This is an optimization exercise on Yosys and OpenROAD, whose aim is small area, a short achievable clock period and few clock cycles, not a production implementation.
The RTL was checked by simulation tests, not by an equivalence proof against the original design.
Power is estimated from default activity; no workload was simulated. No driver is modelled on the clock port, so clocking that relies on it looks cheaper here than on a real chip.

==> flow/design.v (excerpt) <==
module ram_fill_top (
  input  logic        i_CLK,
  input  logic        i_RST_n,
  input  logic        i_write_en,
  input  logic [1:0]  i_write_lanes,
  input  logic [8:0]  i_write_addr,
  input  logic [15:0] i_write_data,
  input  logic        i_read_en,
  input  logic [8:0]  i_read_addr,
  output logic [15:0] o_read_data,
  output logic        o_read_valid,
  input  logic        i_fill_start,
  input  logic [15:0] i_fill_data,
  output logic        o_busy,
  output logic        o_fill_done
);
Size: roughly 4,100 flip-flops.
clock: 5.0 ns
lec_check: 0
cap_margin: 10
core_margin: 2
core_utilization: 60
cts_cluster_diameter: 80
cts_cluster_size: 30
place_density: 0.72
setup_slack_margin: 2.5
slew_margin: 10
tns_end_percent: 10
standard.sh (not shown) runs the stock make flow with config.mk's settings and CLKGATE_MAP_FILE= SYNTH_SCRIPT=/design/flow/synth_recipe.tcl, a recipe that flattens the netlist after the stock synthesis.
==> flow/flow/run.sh <==
#!/bin/bash
# Standard layout, with CTS run without dummy loads. Each tool's output goes to a log here.
set -euo pipefail
bash standard.sh \
  "CTS_ARGS=-sink_clustering_enable -repair_clock_nets -sink_clustering_size 30 -sink_clustering_max_diameter 80 -dont_use_dummy_load" \
  finish > flow_make.log 2>&1
Testbench counts at the start, summed over its fixed seeds: cycles 16,136.
Change:
==> flow/config.mk (replaced) <==
export PLATFORM = sky130hd
export DESIGN_NAME = ram_fill_top
export DESIGN_NICKNAME = ram_fill_top
export VERILOG_FILES = /design/flow/design.v
export SDC_FILE = /design/flow/constraint.sdc
export NUM_CORES = 4
export LEC_CHECK = 0
export CAP_MARGIN = 20
export CORE_MARGIN = 2
export CORE_UTILIZATION = 45
export CTS_CLUSTER_DIAMETER = 80
export CTS_CLUSTER_SIZE = 30
export SETUP_SLACK_MARGIN = 2.5
export SLEW_MARGIN = 20
Effect: Core utilization went down by 17 points. Power went up by 1.7%. First-iteration DRC count went down by 18%. Wire length went up by 5.1%. Area after synthesis stays the same. Sequential share of layout area went down by 0.50 points.
Change:
==> flow/run.sh (new file) <==
#!/bin/bash
# synth_recipe.tcl (not shown) runs the flow's synth.tcl, then flattens the netlist and writes it again
# the make line also repeats each setting of config.mk as NAME=value (left out here)
make -C /OpenROAD-flow-scripts/flow DESIGN_CONFIG=/design/flow/config.mk WORK_HOME=/design/flow/orfs CLKGATE_MAP_FILE= SYNTH_SCRIPT=/design/flow/synth_recipe.tcl finish
--- a/flow/config.mk
+++ b/flow/config.mk
@@ -9,6 +9,3 @@
 export CORE_MARGIN = 2
 export CORE_UTILIZATION = 45
-export CTS_CLUSTER_DIAMETER = 80
-export CTS_CLUSTER_SIZE = 30
-export SETUP_SLACK_MARGIN = 2.5
 export SLEW_MARGIN = 20
removed: flow/flow/run.sh
removed: flow/standard.sh
Outcome:
- via count decreases slightly
- combinational power shrinks by roughly a tenth
- total power climbs by about a fifth
- design area increases slightly
- synthesized area is unchanged
- clock-buffer cell count rises by 315
- core utilization went up by 0.42 points
Change:
==> flow/flow/run.sh (new file) <==
#!/bin/bash
# Standard layout, with CTS run without dummy loads. Each tool's output goes to a log here.
set -euo pipefail
bash standard.sh \
  "CTS_ARGS=-sink_clustering_enable -repair_clock_nets -sink_clustering_size 30 -sink_clustering_max_diameter 80 -dont_use_dummy_load" \
  finish > flow_make.log 2>&1
==> flow/standard.sh (new file) <==
#!/bin/bash
# synth_recipe.tcl (not shown) runs the flow's synth.tcl, then flattens the netlist and writes it again
# the make line also repeats each setting of config.mk as NAME=value (left out here)
make -C /OpenROAD-flow-scripts/flow DESIGN_CONFIG=/design/flow/config.mk WORK_HOME=/design/flow/orfs CLKGATE_MAP_FILE= SYNTH_SCRIPT=/design/flow/synth_recipe.tcl "${@:-finish}"
--- a/flow/config.mk
+++ b/flow/config.mk
@@ -6,6 +6,11 @@
 export NUM_CORES = 4
 export LEC_CHECK = 0
-export CAP_MARGIN = 20
+export CAP_MARGIN = 10
 export CORE_MARGIN = 2
-export CORE_UTILIZATION = 45
-export SLEW_MARGIN = 20
+export CORE_UTILIZATION = 60
+export CTS_CLUSTER_DIAMETER = 80
+export CTS_CLUSTER_SIZE = 30
+export PLACE_DENSITY = 0.72
+export SETUP_SLACK_MARGIN = 2.35
+export SLEW_MARGIN = 10
+export TNS_END_PERCENT = 10
removed: flow/run.sh
Non-clock buffer count is higher by 131.
Final area is lower by 3.6%.
Wire length is lower by 2.5%.
Sequential cell count is unchanged.
Die area is lower by 25%.
Core utilization is higher by 15 points.
Count of clock-buffer cells in the layout is lower by 323.
Combinational power is higher by 5.8%.
Synthesized area stays the same.

== delta ==
The RTL this note starts from:
==> flow/design.v <==
module block_ram_fill #(
  parameter int    AddrBusSize = 9,
  parameter int    NumElements = 512,
  parameter int    ElementSize = 8,
  parameter int    LaneSize    = 8,
  parameter bit    WriteFirst  = 1'b0
) (
  input  logic                              i_CLK,
  input  logic                              i_RST_n,
  input  logic                              i_write_en,
  input  logic [ElementSize/LaneSize-1:0]   i_write_lanes,
  input  logic [AddrBusSize-1:0]            i_write_addr,
  input  logic [ElementSize-1:0]            i_write_data,
  input  logic                              i_read_en,
  input  logic [AddrBusSize-1:0]            i_read_addr,
  output logic [ElementSize-1:0]            o_read_data,
  output logic                              o_read_valid,
  input  logic                              i_fill_start,
  input  logic [ElementSize-1:0]            i_fill_data,
  output logic                              o_busy,
  output logic                              o_fill_done
);
  localparam int Lanes = ElementSize / LaneSize;
  logic [NumElements-1:0][ElementSize-1:0] mem;
  logic                   busy_q;
  logic                   rd_vld_q;
  logic [ElementSize-1:0] rd_dat_q;
  logic                   fill_go;
  logic                   wr_go;
  logic [ElementSize-1:0] wr_dat;
  assign fill_go = i_RST_n & ~busy_q & i_fill_start;
  assign wr_go   = i_RST_n & ~busy_q & i_write_en & (i_write_addr < AddrBusSize'(NumElements));
  assign wr_dat  = fill_go ? i_fill_data : i_write_data;
  always_ff @(posedge i_CLK) begin
    if (!i_RST_n) begin
      busy_q   <= 1'b0;
      rd_vld_q <= 1'b0;
    end else begin
      busy_q   <= fill_go;
      rd_vld_q <= i_read_en;
    end
  end
  always_ff @(posedge i_CLK) begin
    rd_dat_q <= (i_read_addr < AddrBusSize'(NumElements)) ? mem[i_read_addr[7:0]] : '0;
  end
  for (genvar w = 0; w < NumElements; w++) begin : g_word
    for (genvar k = 0; k < Lanes; k++) begin : g_lane
      always_ff @(posedge i_CLK) begin
        if (fill_go || (wr_go && i_write_lanes[k] && i_write_addr == AddrBusSize'(w)))
          mem[w][k*LaneSize +: LaneSize] <= wr_dat[k*LaneSize +: LaneSize];
      end
    end
  end
  assign o_read_data  = rd_dat_q;
  assign o_read_valid = rd_vld_q;
  assign o_busy       = busy_q;
  assign o_fill_done  = busy_q;
endmodule
module ram_fill_top (
  input  logic        i_CLK,
  input  logic        i_RST_n,
  input  logic        i_write_en,
  input  logic [1:0]  i_write_lanes,
  input  logic [8:0]  i_write_addr,
  input  logic [15:0] i_write_data,
  input  logic        i_read_en,
  input  logic [8:0]  i_read_addr,
  output logic [15:0] o_read_data,
  output logic        o_read_valid,
  input  logic        i_fill_start,
  input  logic [15:0] i_fill_data,
  output logic        o_busy,
  output logic        o_fill_done
);
  block_ram_fill #(
    .AddrBusSize(9),
    .NumElements(256),
    .ElementSize(16),
    .LaneSize(8),
    .WriteFirst(1'b0)
  ) u_ram (
    .i_CLK        (i_CLK),
    .i_RST_n      (i_RST_n),
    .i_write_en   (i_write_en),
    .i_write_lanes(i_write_lanes),
    .i_write_addr (i_write_addr),
    .i_write_data (i_write_data),
    .i_read_en    (i_read_en),
    .i_read_addr  (i_read_addr),
    .o_read_data  (o_read_data),
    .o_read_valid (o_read_valid),
    .i_fill_start (i_fill_start),
    .i_fill_data  (i_fill_data),
    .o_busy       (o_busy),
    .o_fill_done  (o_fill_done)
  );
endmodule
export LEC_CHECK = 0
export CAP_MARGIN = 10
export CORE_MARGIN = 2
export CORE_UTILIZATION = 66
export CTS_CLUSTER_DIAMETER = 80
export CTS_CLUSTER_SIZE = 30
export PLACE_DENSITY = 0.76
export SETUP_SLACK_MARGIN = 2.5
export SLEW_MARGIN = 10
export TNS_END_PERCENT = 10
create_clock -name core_clock -period 5.0 [get_ports {i_CLK}]
==> flow/flow/run.sh <==
#!/bin/bash
# Standard layout, with CTS run without dummy loads. Each tool's output goes to a log here.
set -euo pipefail
bash standard.sh \
  "CTS_ARGS=-sink_clustering_enable -repair_clock_nets -sink_clustering_size 30 -sink_clustering_max_diameter 80 -dont_use_dummy_load" \
  finish > flow_make.log 2>&1
Testbench counts of delta, summed over its fixed seeds: cycles 16,136.
diff inputs: delta => garnet
Settings: swapping 0.76 for 0.72 in PLACE_DENSITY; swapping 66 for 60 in CORE_UTILIZATION; swapping 10 for 20 in TNS_END_PERCENT; swapping 10 for 20 in CAP_MARGIN; swapping 10 for 20 in SLEW_MARGIN.
Notes after the runs:
In the tables for delta and garnet, register-to-register slack reads higher with garnet.
On design area, the higher figure sits with garnet, not delta.
met2 usage in global routing for garnet: 4.4 points down relative to delta
For harbor, these inputs were changed with respect to garnet:
Settings: clearing PLACE_DENSITY, which used to be 0.72; clearing TNS_END_PERCENT, which used to be 20; swapping 60 for 45 in CORE_UTILIZATION.
==> flow/run.sh (new file) <==
#!/bin/bash
# synth_recipe.tcl (not shown) runs the flow's synth.tcl, then flattens the netlist and writes it again
# the make line also repeats each setting of config.mk as NAME=value (left out here)
make -C /OpenROAD-flow-scripts/flow DESIGN_CONFIG=/design/flow/config.mk WORK_HOME=/design/flow/orfs CLKGATE_MAP_FILE= SYNTH_SCRIPT=/design/flow/synth_recipe.tcl finish
removed: flow/flow/run.sh
removed: flow/standard.sh
Findings:
- Die outline area sits higher in harbor than in garnet.
- Per the comparison of harbor with garnet, clock skew fell 34 ps; cell count after placement rose 1222; count of routing violations after the opening detailed-route iteration fell about 13%.
- When the final numbers for garnet and harbor were put side by side, the fraction of power consumed by the clock network turned out to be smaller in garnet.
- Min maximum clock frequency across garnet and harbor: harbor
- Compared with garnet, harbor is the more power-hungry design.

-- what the ideal ports hide --
The flow's constraints put no driver on any port. The routed layouts listed below were extracted and timed again, unchanged, in two steps.
Step 1, drivers: a clkbuf_16 drives i_CLK and a buf_2 each remaining input, both assumed.
Step 2 moves the port delays by t, midway between the first and last clock arrival at a register: inputs arrive t later, outputs are due t later. That takes back most of the time a late clock gives input paths.
Three values: ideal, step 1, step 2; two values: the first two.
| run | shift t [ns] | setup slack, ns | cell pins on the clock port's net |
|---|---|---|---|
| the first run of note 1 | 0.954 | 2.278 / 1.755 / 0.802 | 1 |
| the second run of note 1 | 1.012 | 2.136 / 1.844 / 0.831 | 1 |
| the third run of note 1 | 1.058 | 0.776 / 0.677 / -0.381 | 1 |
| the fourth run of note 1 | 0.950 | 2.087 / 1.637 / 0.687 | 1 |
| delta | 0.915 | 1.976 / 1.687 / 0.772 | 1 |
| garnet | 0.976 | 2.196 / 1.853 / 0.877 | 1 |
| harbor | 1.050 | 2.136 / 1.875 / 0.825 | 1 |
Met with ideal ports but missed after step 2: setup timing in the third run of note 1. For the first run of note 1, which loses most, drivers alone change the setup slack by -0.523 ns; drivers and shift together by -1.476 ns.
